What follows belongs to an exercise in optimizing a design on an open flow for small area; a production flow would make more cautious choices. Only simulation tests tie the RTL to the original design; equivalence was not proved. No activity file was given, so power comes from the tool's default toggle rates.

==> run a: inputs <==
==> flow/design.v <==
module rf_inv (input logic a, output logic y);
  assign y = ~a;
endmodule
module rf_nand2 (input logic a, b, output logic y);
  assign y = ~(a & b);
endmodule
module rf_nand3 (input logic a, b, c, output logic y);
  assign y = ~(a & b & c);
endmodule
module rf_and3 (input logic a, b, c, output logic y);
  assign y = a & b & c;
endmodule
module rf_o21ai (input logic a1, a2, b1, output logic y);
  assign y = ~((a1 | a2) & b1);
endmodule
module rf_ao22 (input logic a0, b0, a1, b1, output logic y);
  assign y = (a0 & b0) | (a1 & b1);
endmodule
module rf_aoi222 (input logic a0, b0, a1, b1, a2, b2, output logic y);
  assign y = ~((a0 & b0) | (a1 & b1) | (a2 & b2));
endmodule
module rf_nand4 (input logic a, b, c, d, output logic y);
  assign y = ~(a & b & c & d);
endmodule
module rf_a2111o (input logic a1, a2, b1, c1, d1, output logic y);
  assign y = (a1 & a2) | b1 | c1 | d1;
endmodule
module rf_rbit (input logic [31:0] s, input logic [31:0] d, output logic y);
  logic [10:0] x;
  logic [2:0]  p;
  for (genvar g = 0; g < 10; g++) begin : g_aoi
    rf_aoi222 u (.a0(s[3*g]), .b0(d[3*g]), .a1(s[3*g+1]), .b1(d[3*g+1]),
                 .a2(s[3*g+2]), .b2(d[3*g+2]), .y(x[g]));
  end
  rf_nand2  u_t30 (.a(s[30]), .b(d[30]), .y(x[10]));
  rf_nand4  u_p0  (.a(x[0]), .b(x[1]), .c(x[2]), .d(x[3]), .y(p[0]));
  rf_nand4  u_p1  (.a(x[4]), .b(x[5]), .c(x[6]), .d(x[7]), .y(p[1]));
  rf_nand3  u_p2  (.a(x[8]), .b(x[9]), .c(x[10]), .y(p[2]));
  rf_a2111o u_y   (.a1(s[31]), .a2(d[31]), .b1(p[0]), .c1(p[1]), .d1(p[2]),
                   .y(y));
endmodule
module rf_predec (
  input  logic [4:0] a,
  input  logic       en,
  output logic [3:0] lo,
  output logic [7:0] hi
);
  logic [4:0] an;
  for (genvar i = 0; i < 5; i++) begin : g_inv
    rf_inv u (.a(a[i]), .y(an[i]));
  end
  for (genvar k = 0; k < 4; k++) begin : g_lo
    rf_and3 u (.a(en), .b(k[0] ? a[0] : an[0]), .c(k[1] ? a[1] : an[1]),
               .y(lo[k]));
  end
  for (genvar j = 0; j < 8; j++) begin : g_hi
    rf_and3 u (.a(j[0] ? a[2] : an[2]), .b(j[1] ? a[3] : an[3]),
               .c(j[2] ? a[4] : an[4]), .y(hi[j]));
  end
endmodule
module rf_predec_n (
  input  logic [4:0] a,
  input  logic       en,
  output logic [3:0] lo_n,
  output logic [7:0] hi_n
);
  logic [4:0] an;
  for (genvar i = 0; i < 5; i++) begin : g_inv
    rf_inv u (.a(a[i]), .y(an[i]));
  end
  for (genvar k = 0; k < 4; k++) begin : g_lo
    rf_nand3 u (.a(en), .b(k[0] ? a[0] : an[0]), .c(k[1] ? a[1] : an[1]),
                .y(lo_n[k]));
  end
  for (genvar j = 0; j < 8; j++) begin : g_hi
    rf_nand3 u (.a(j[0] ? a[2] : an[2]), .b(j[1] ? a[3] : an[3]),
                .c(j[2] ? a[4] : an[4]), .y(hi_n[j]));
  end
endmodule
module regfile #(
  parameter int DATA_W = 32,
  parameter int ADDR_W = 5,
  parameter int DEPTH  = 32
) (
  input  logic              clk,
  input  logic              rst,
  input  logic              we,
  input  logic [ADDR_W-1:0] waddr,
  input  logic [DATA_W-1:0] wdata,
  input  logic              re1,
  input  logic [ADDR_W-1:0] raddr1,
  output logic [DATA_W-1:0] rdata1,
  input  logic              re2,
  input  logic [ADDR_W-1:0] raddr2,
  output logic [DATA_W-1:0] rdata2
);
  logic [DEPTH-1:1][DATA_W-1:0] regs;
  logic wr_ok, hit1, hit2, en1, en2, rst_n;
  assign wr_ok = we && (waddr != '0);
  assign hit1  = wr_ok && (waddr == raddr1);
  assign hit2  = wr_ok && (waddr == raddr2);
  assign en1   = !rst && re1;
  assign en2   = !rst && re2;
  assign rst_n = !rst;
  logic [3:0] wlo_n;
  logic [7:0] whi_n;
  rf_predec_n u_wdec (.a(waddr), .en(we), .lo_n(wlo_n), .hi_n(whi_n));
  logic [DATA_W-1:0] wd_a, wd_b;
  for (genvar b = 0; b < DATA_W; b++) begin : g_wd
    logic wd_n;
    rf_nand2 u_n (.a(wdata[b]), .b(rst_n), .y(wd_n));
    rf_inv   u_a (.a(wd_n), .y(wd_a[b]));
    rf_inv   u_b (.a(wd_n), .y(wd_b[b]));
  end
  logic [DEPTH-1:1][1:0] wen_h, wen_n_h;
  for (genvar r = 1; r < DEPTH; r++) begin : g_row
    logic wen;
    rf_o21ai u_wen (.a1(whi_n[r / 4]), .a2(wlo_n[r % 4]), .b1(rst_n),
                    .y(wen));
    logic [DATA_W-1:0] nxt, wdr;
    logic [1:0] wh, wnh;
    for (genvar h = 0; h < 2; h++) begin : g_h
      rf_inv u_wn (.a(wen), .y(wnh[h]));
      rf_inv u_w  (.a(wnh[h]), .y(wh[h]));
    end
    assign wen_h[r]   = wh;
    assign wen_n_h[r] = wnh;
    assign wdr = (r < 16) ? wd_a : wd_b;
    for (genvar b = 0; b < DATA_W; b++) begin : g_d
      rf_ao22 u_d (.a0(wh[b / 16]), .b0(wdr[b]), .a1(wnh[b / 16]),
                   .b1(regs[r][b]), .y(nxt[b]));
    end
    always_ff @(posedge clk) begin
      regs[r] <= nxt;
    end
  end
  logic [3:0] lo1, lo2;
  logic [7:0] hi1, hi2;
  logic [1:0][31:0] sel1_h, sel2_h;
  rf_predec u_rdec1 (.a(raddr1), .en(en1), .lo(lo1), .hi(hi1));
  rf_predec u_rdec2 (.a(raddr2), .en(en2), .lo(lo2), .hi(hi2));
  for (genvar h = 0; h < 2; h++) begin : g_byp
    assign sel1_h[h][0] = !rst && re1 && hit1;
    assign sel2_h[h][0] = !rst && re2 && hit2;
  end
  for (genvar r = 1; r < DEPTH; r++) begin : g_sel
    logic s1_n, s2_n, wmask;
    assign wmask = wen_n_h[r][0];
    rf_nand3 u1n (.a(hi1[r / 4]), .b(lo1[r % 4]), .c(wmask), .y(s1_n));
    rf_nand3 u2n (.a(hi2[r / 4]), .b(lo2[r % 4]), .c(wmask), .y(s2_n));
    for (genvar h = 0; h < 2; h++) begin : g_h
      rf_inv u1 (.a(s1_n), .y(sel1_h[h][r]));
      rf_inv u2 (.a(s2_n), .y(sel2_h[h][r]));
    end
  end
  for (genvar b = 0; b < DATA_W; b++) begin : g_bit
    logic [31:0] col;
    assign col[0] = wdata[b];
    for (genvar r = 1; r < DEPTH; r++) begin : g_c
      assign col[r] = regs[r][b];
    end
    rf_rbit u1 (.s(sel1_h[b / 16]), .d(col), .y(rdata1[b]));
    rf_rbit u2 (.s(sel2_h[b / 16]), .d(col), .y(rdata2[b]));
  end
endmodule
==> flow/flow/run.sh <==
#!/bin/bash
# Standard ORFS layout (the standard.sh, unchanged synthesis) with:
#  - small port buffers (buf_1) instead of the default clkdlybuf4s50_1,
#  - CTS with clkbuf_4/clkbuf_8, larger sink clusters and no dummy loads,
# All tool output goes to flow_standard.log; ORFS keeps its per-step logs
# under orfs/logs.
set -euo pipefail
export BUFFER_PORTS_ARGS="-buffer_cell sky130_fd_sc_hd__buf_1"
export CTS_ARGS="-sink_clustering_enable -sink_clustering_size 14 -sink_clustering_max_diameter 70 -repair_clock_nets -dont_use_dummy_load -buf_list {sky130_fd_sc_hd__clkbuf_4 sky130_fd_sc_hd__clkbuf_8}"
bash standard.sh > flow_standard.log 2>&1
==> flow/standard.sh <==
#!/bin/bash
# synth_recipe.tcl (not shown) runs the flow's synth.tcl, then flattens the netlist and writes it again
# the make line also repeats each setting of config.mk as NAME=value (left out here)
make -C /OpenROAD-flow-scripts/flow DESIGN_CONFIG=/design/flow/config.mk WORK_HOME=/design/flow/orfs CLKGATE_MAP_FILE= SYNTH_SCRIPT=/design/flow/synth_recipe.tcl "${@:-finish}"
==> flow/config.mk <==
export PLATFORM = sky130hd
export DESIGN_NAME = regfile
export DESIGN_NICKNAME = regfile
export VERILOG_FILES = /design/flow/design.v
export SDC_FILE = /design/flow/constraint.sdc
export NUM_CORES = 4
export LEC_CHECK = 0
export CAP_MARGIN = 5
export CORE_MARGIN = 2
export CORE_UTILIZATION = 50
export SLEW_MARGIN = 5
export SYNTH_HIERARCHICAL = 1
==> flow/constraint.sdc <==
create_clock -name core_clock -period 6.0 [get_ports {clk}]
set_input_delay 1.2000 -clock core_clock [delete_from_list [all_inputs] [get_ports {clk}]]
set_output_delay 1.2000 -clock core_clock [all_outputs]
set_load 0.01 [all_outputs]
==> run b (differences from run a) <==
--- a/flow/flow/run.sh
+++ b/flow/flow/run.sh
@@ -6,5 +6,5 @@
 # under orfs/logs.
 set -euo pipefail
 export BUFFER_PORTS_ARGS="-buffer_cell sky130_fd_sc_hd__buf_1"
-export CTS_ARGS="-sink_clustering_enable -sink_clustering_size 14 -sink_clustering_max_diameter 70 -repair_clock_nets -dont_use_dummy_load -buf_list {sky130_fd_sc_hd__clkbuf_4 sky130_fd_sc_hd__clkbuf_8}"
+export CTS_ARGS="-sink_clustering_enable -sink_clustering_size 16 -sink_clustering_max_diameter 80 -repair_clock_nets -dont_use_dummy_load -buf_list {sky130_fd_sc_hd__clkbuf_4 sky130_fd_sc_hd__clkbuf_8}"
 bash standard.sh > flow_standard.log 2>&1
Settings changed: GPL_TIMING_DRIVEN from default to 0, SETUP_SLACK_MARGIN from default to 0.1.
==> run c (differences from run a) <==
==> flow/design.v, changed modules only <==
module rf_rbit (input logic [30:0] s, input logic [30:0] d, output logic y);
  logic [9:0] x;
  logic [2:0] p;
  for (genvar g = 0; g < 10; g++) begin : g_aoi
    rf_aoi222 u (.a0(s[3*g]), .b0(d[3*g]), .a1(s[3*g+1]), .b1(d[3*g+1]),
                 .a2(s[3*g+2]), .b2(d[3*g+2]), .y(x[g]));
  end
  rf_nand4  u_p0 (.a(x[0]), .b(x[1]), .c(x[2]), .d(x[3]), .y(p[0]));
  rf_nand4  u_p1 (.a(x[4]), .b(x[5]), .c(x[6]), .d(x[7]), .y(p[1]));
  rf_nand2  u_p2 (.a(x[8]), .b(x[9]), .y(p[2]));
  rf_a2111o u_y  (.a1(s[30]), .a2(d[30]), .b1(p[0]), .c1(p[1]), .d1(p[2]),
                  .y(y));
endmodule
module regfile #(
  parameter int DATA_W = 32,
  parameter int ADDR_W = 5,
  parameter int DEPTH  = 32
) (
  input  logic              clk,
  input  logic              rst,
  input  logic              we,
  input  logic [ADDR_W-1:0] waddr,
  input  logic [DATA_W-1:0] wdata,
  input  logic              re1,
  input  logic [ADDR_W-1:0] raddr1,
  output logic [DATA_W-1:0] rdata1,
  input  logic              re2,
  input  logic [ADDR_W-1:0] raddr2,
  output logic [DATA_W-1:0] rdata2
);
  logic [DEPTH-1:1][DATA_W-1:0] regs;
  logic en1, en2, rst_n;
  assign en1   = !rst && re1;
  assign en2   = !rst && re2;
  assign rst_n = !rst;
  logic [3:0] wlo_n;
  logic [7:0] whi_n;
  rf_predec_n u_wdec (.a(waddr), .en(we), .lo_n(wlo_n), .hi_n(whi_n));
  logic [DATA_W-1:0] wd_a, wd_b;
  for (genvar b = 0; b < DATA_W; b++) begin : g_wd
    logic wd_n;
    rf_nand2 u_n (.a(wdata[b]), .b(rst_n), .y(wd_n));
    rf_inv   u_a (.a(wd_n), .y(wd_a[b]));
    rf_inv   u_b (.a(wd_n), .y(wd_b[b]));
  end
  logic [DATA_W-1:0] nxt [DEPTH];
  for (genvar r = 1; r < DEPTH; r++) begin : g_row
    logic wen;
    rf_o21ai u_wen (.a1(whi_n[r / 4]), .a2(wlo_n[r % 4]), .b1(rst_n),
                    .y(wen));
    logic [DATA_W-1:0] wdr;
    logic [1:0] wh, wnh;
    for (genvar h = 0; h < 2; h++) begin : g_h
      rf_inv u_wn (.a(wen), .y(wnh[h]));
      rf_inv u_w  (.a(wnh[h]), .y(wh[h]));
    end
    logic [DATA_W-1:0] d;
    assign wdr = (r < 16) ? wd_a : wd_b;
    for (genvar b = 0; b < DATA_W; b++) begin : g_d
      rf_ao22 u_d (.a0(wh[b / 16]), .b0(wdr[b]), .a1(wnh[b / 16]),
                   .b1(regs[r][b]), .y(d[b]));
    end
    assign nxt[r] = d;
    always_ff @(posedge clk) begin
      regs[r] <= d;
    end
  end
  logic [3:0] lo1, lo2;
  logic [7:0] hi1, hi2;
  logic [1:0][30:0] sel1_h, sel2_h;
  rf_predec u_rdec1 (.a(raddr1), .en(en1), .lo(lo1), .hi(hi1));
  rf_predec u_rdec2 (.a(raddr2), .en(en2), .lo(lo2), .hi(hi2));
  for (genvar r = 1; r < DEPTH; r++) begin : g_sel
    logic s1_n, s2_n;
    rf_nand2 u1n (.a(hi1[r / 4]), .b(lo1[r % 4]), .y(s1_n));
    rf_nand2 u2n (.a(hi2[r / 4]), .b(lo2[r % 4]), .y(s2_n));
    for (genvar h = 0; h < 2; h++) begin : g_h
      rf_inv u1 (.a(s1_n), .y(sel1_h[h][r-1]));
      rf_inv u2 (.a(s2_n), .y(sel2_h[h][r-1]));
    end
  end
  for (genvar b = 0; b < DATA_W; b++) begin : g_bit
    logic [30:0] col;
    for (genvar r = 1; r < DEPTH; r++) begin : g_c
      assign col[r-1] = nxt[r][b];
    end
    rf_rbit u1 (.s(sel1_h[b / 16]), .d(col), .y(rdata1[b]));
    rf_rbit u2 (.s(sel2_h[b / 16]), .d(col), .y(rdata2[b]));
  end
endmodule
Settings changed: GPL_TIMING_DRIVEN from default to 0.
==> flow_summary.html <==
<table>
<tr><th>Metric</th><th>Value</th></tr>
<tr><th colspan="2">Routing</th></tr>
<tr><td>Length of routed met3 wiring</td><td>20700 µm</td></tr>
<tr><td>Total number of vias</td><td>39354</td></tr>
<tr><td>Metal-1 WL</td><td>~62000 µm</td></tr>
<tr><th colspan="2">Status</th></tr>
<tr><td>Result of the run</td><td>finished clean</td></tr>
<tr><th colspan="2">Pwr</th></tr>
<tr><td>Switching component of the power</td><td>3.46 mW</td></tr>
<tr><td>Lkg Pwr</td><td>18.3 nW</td></tr>
<tr><td>Int Power</td><td>8.84 mW</td></tr>
<tr><th colspan="2">GRT</th></tr>
<tr><td>Number of antenna violations at the first check in global routing</td><td>9</td></tr>
<tr><th colspan="2">Finish</th></tr>
<tr><td>Ant diodes</td><td>8</td></tr>
<tr><th colspan="2">Critical path</th></tr>
<tr><td>Worst path cell trace</td><td>buf_1, nand3_1, o21ai_1, inv_1, nand3_1, inv_1, a222oi_1, nand3_1, a2111o_1, buf_1</td></tr>
<tr><td>Start point of the critical path</td><td>waddr[2]</td></tr>
<tr><th colspan="2">Placement</th></tr>
<tr><td>Cell Count Post-Placement</td><td>roughly 4700</td></tr>
<tr><th colspan="2">Floorplan</th></tr>
<tr><td>Core area</td><td>between 70000 and 80000 µm²</td></tr>
<tr><td>DIE AREA</td><td>80700 µm²</td></tr>
<tr><th colspan="2">Synth</th></tr>
<tr><td>Post-synthesis xor/xnor area fraction</td><td>0.223%</td></tr>
</table>
# the run above: run a

==> flow_summary.html <==
<table>
<tr><th>Metric</th><th>Value</th></tr>
<tr><th colspan="2">Status</th></tr>
<tr><td>Result of the run</td><td>finished clean</td></tr>
<tr><th colspan="2">Finish</th></tr>
<tr><td>Number of standard cells in the final layout excluding fillers</td><td>4726</td></tr>
<tr><td>Clock-cell share of area</td><td>2.34%</td></tr>
<tr><td>Final core area utilization</td><td>54.7%</td></tr>
<tr><td>Ant diodes</td><td>6</td></tr>
<tr><th colspan="2">Floorplan</th></tr>
<tr><td>DIE AREA</td><td>80700 µm²</td></tr>
<tr><td>Core area</td><td>77600 µm²</td></tr>
<tr><th colspan="2">Critical path</th></tr>
<tr><td>Worst path cell trace</td><td>buf_1, nand3_2, o21ai_1, clkinvlp_4, nand3_1, inv_1, a222oi_1, nand4_1, a2111o_1, buf_1</td></tr>
<tr><td>Start point of the critical path</td><td>waddr[0]</td></tr>
<tr><th colspan="2">Pwr</th></tr>
<tr><td>Int Power</td><td>approximately 8.7 mW</td></tr>
<tr><td>Lkg Pwr</td><td>about 18 nW</td></tr>
<tr><td>Switching component of the power</td><td>3.36 mW</td></tr>
<tr><th colspan="2">Routing</th></tr>
<tr><td>Length of routed met3 wiring</td><td>around 19000 µm</td></tr>
<tr><td>Total number of vias</td><td>38371</td></tr>
<tr><th colspan="2">Placement</th></tr>
<tr><td>Cell Count Post-Placement</td><td>4613</td></tr>
<tr><th colspan="2">GRT</th></tr>
<tr><td>Number of antenna violations at the first check in global routing</td><td>7</td></tr>
</table>
# the run above: run b

==> flow_summary.html <==
<table>
<tr><th>Metric</th><th>Value</th></tr>
<tr><th colspan="2">Pwr</th></tr>
<tr><td>Int Power</td><td>8.87 mW</td></tr>
<tr><td>Switching component of the power</td><td>3.42 mW</td></tr>
<tr><td>Lkg Pwr</td><td>17.7 nW</td></tr>
<tr><th colspan="2">Timing</th></tr>
<tr><td>Min setup slack post-route</td><td>-0.0715 ns</td></tr>
<tr><td>Setup violators final</td><td>7</td></tr>
<tr><th colspan="2">GRT</th></tr>
<tr><td>Number of antenna violations at the first check in global routing</td><td>7</td></tr>
<tr><th colspan="2">Routing</th></tr>
<tr><td>Total number of vias</td><td>~37000</td></tr>
<tr><th colspan="2">Finish</th></tr>
<tr><td>Ant diodes</td><td>3</td></tr>
<tr><th colspan="2">Status</th></tr>
<tr><td>Result of the run</td><td>complete, but fails checks</td></tr>
<tr><td>SO Faults</td><td>negative setup slack</td></tr>
</table>
# the run above: run c

afterwards: timing with drivers on the ports:
No port has a modelled driver above. Below, the same layouts with a new extraction and two added sets of constraints.
Step 1, drivers: a clkbuf_16 drives clk and a buf_2 each remaining input, both assumed.
Step 2 times the ports against the registers' clock, not the clock port: input delays grow and output delays shrink by t, the midpoint of the rising clock arrivals with the driver on.
Three values: ideal ports, drivers, drivers and shift; two values: the first two.
run	shift t [ns]	setup slack, ns	worst hold slack (ns)	worst setup path at the end	cell pins on the clock port's net
run a	0.789	0.077 / 0.049 / 0.049	0.503 / 0.503 / 0.503	input to output	1
run b	0.789	0.136 / 0.114 / 0.114	0.503 / 0.503 / 0.503	input to output	1
run c	0.774	-0.072 / -0.094 / -0.094	0.501 / 0.501 / 0.501	input to output	1
The setup slack of run a, which loses most, moves by -0.028 ns with the drivers and by -0.028 ns with both steps.
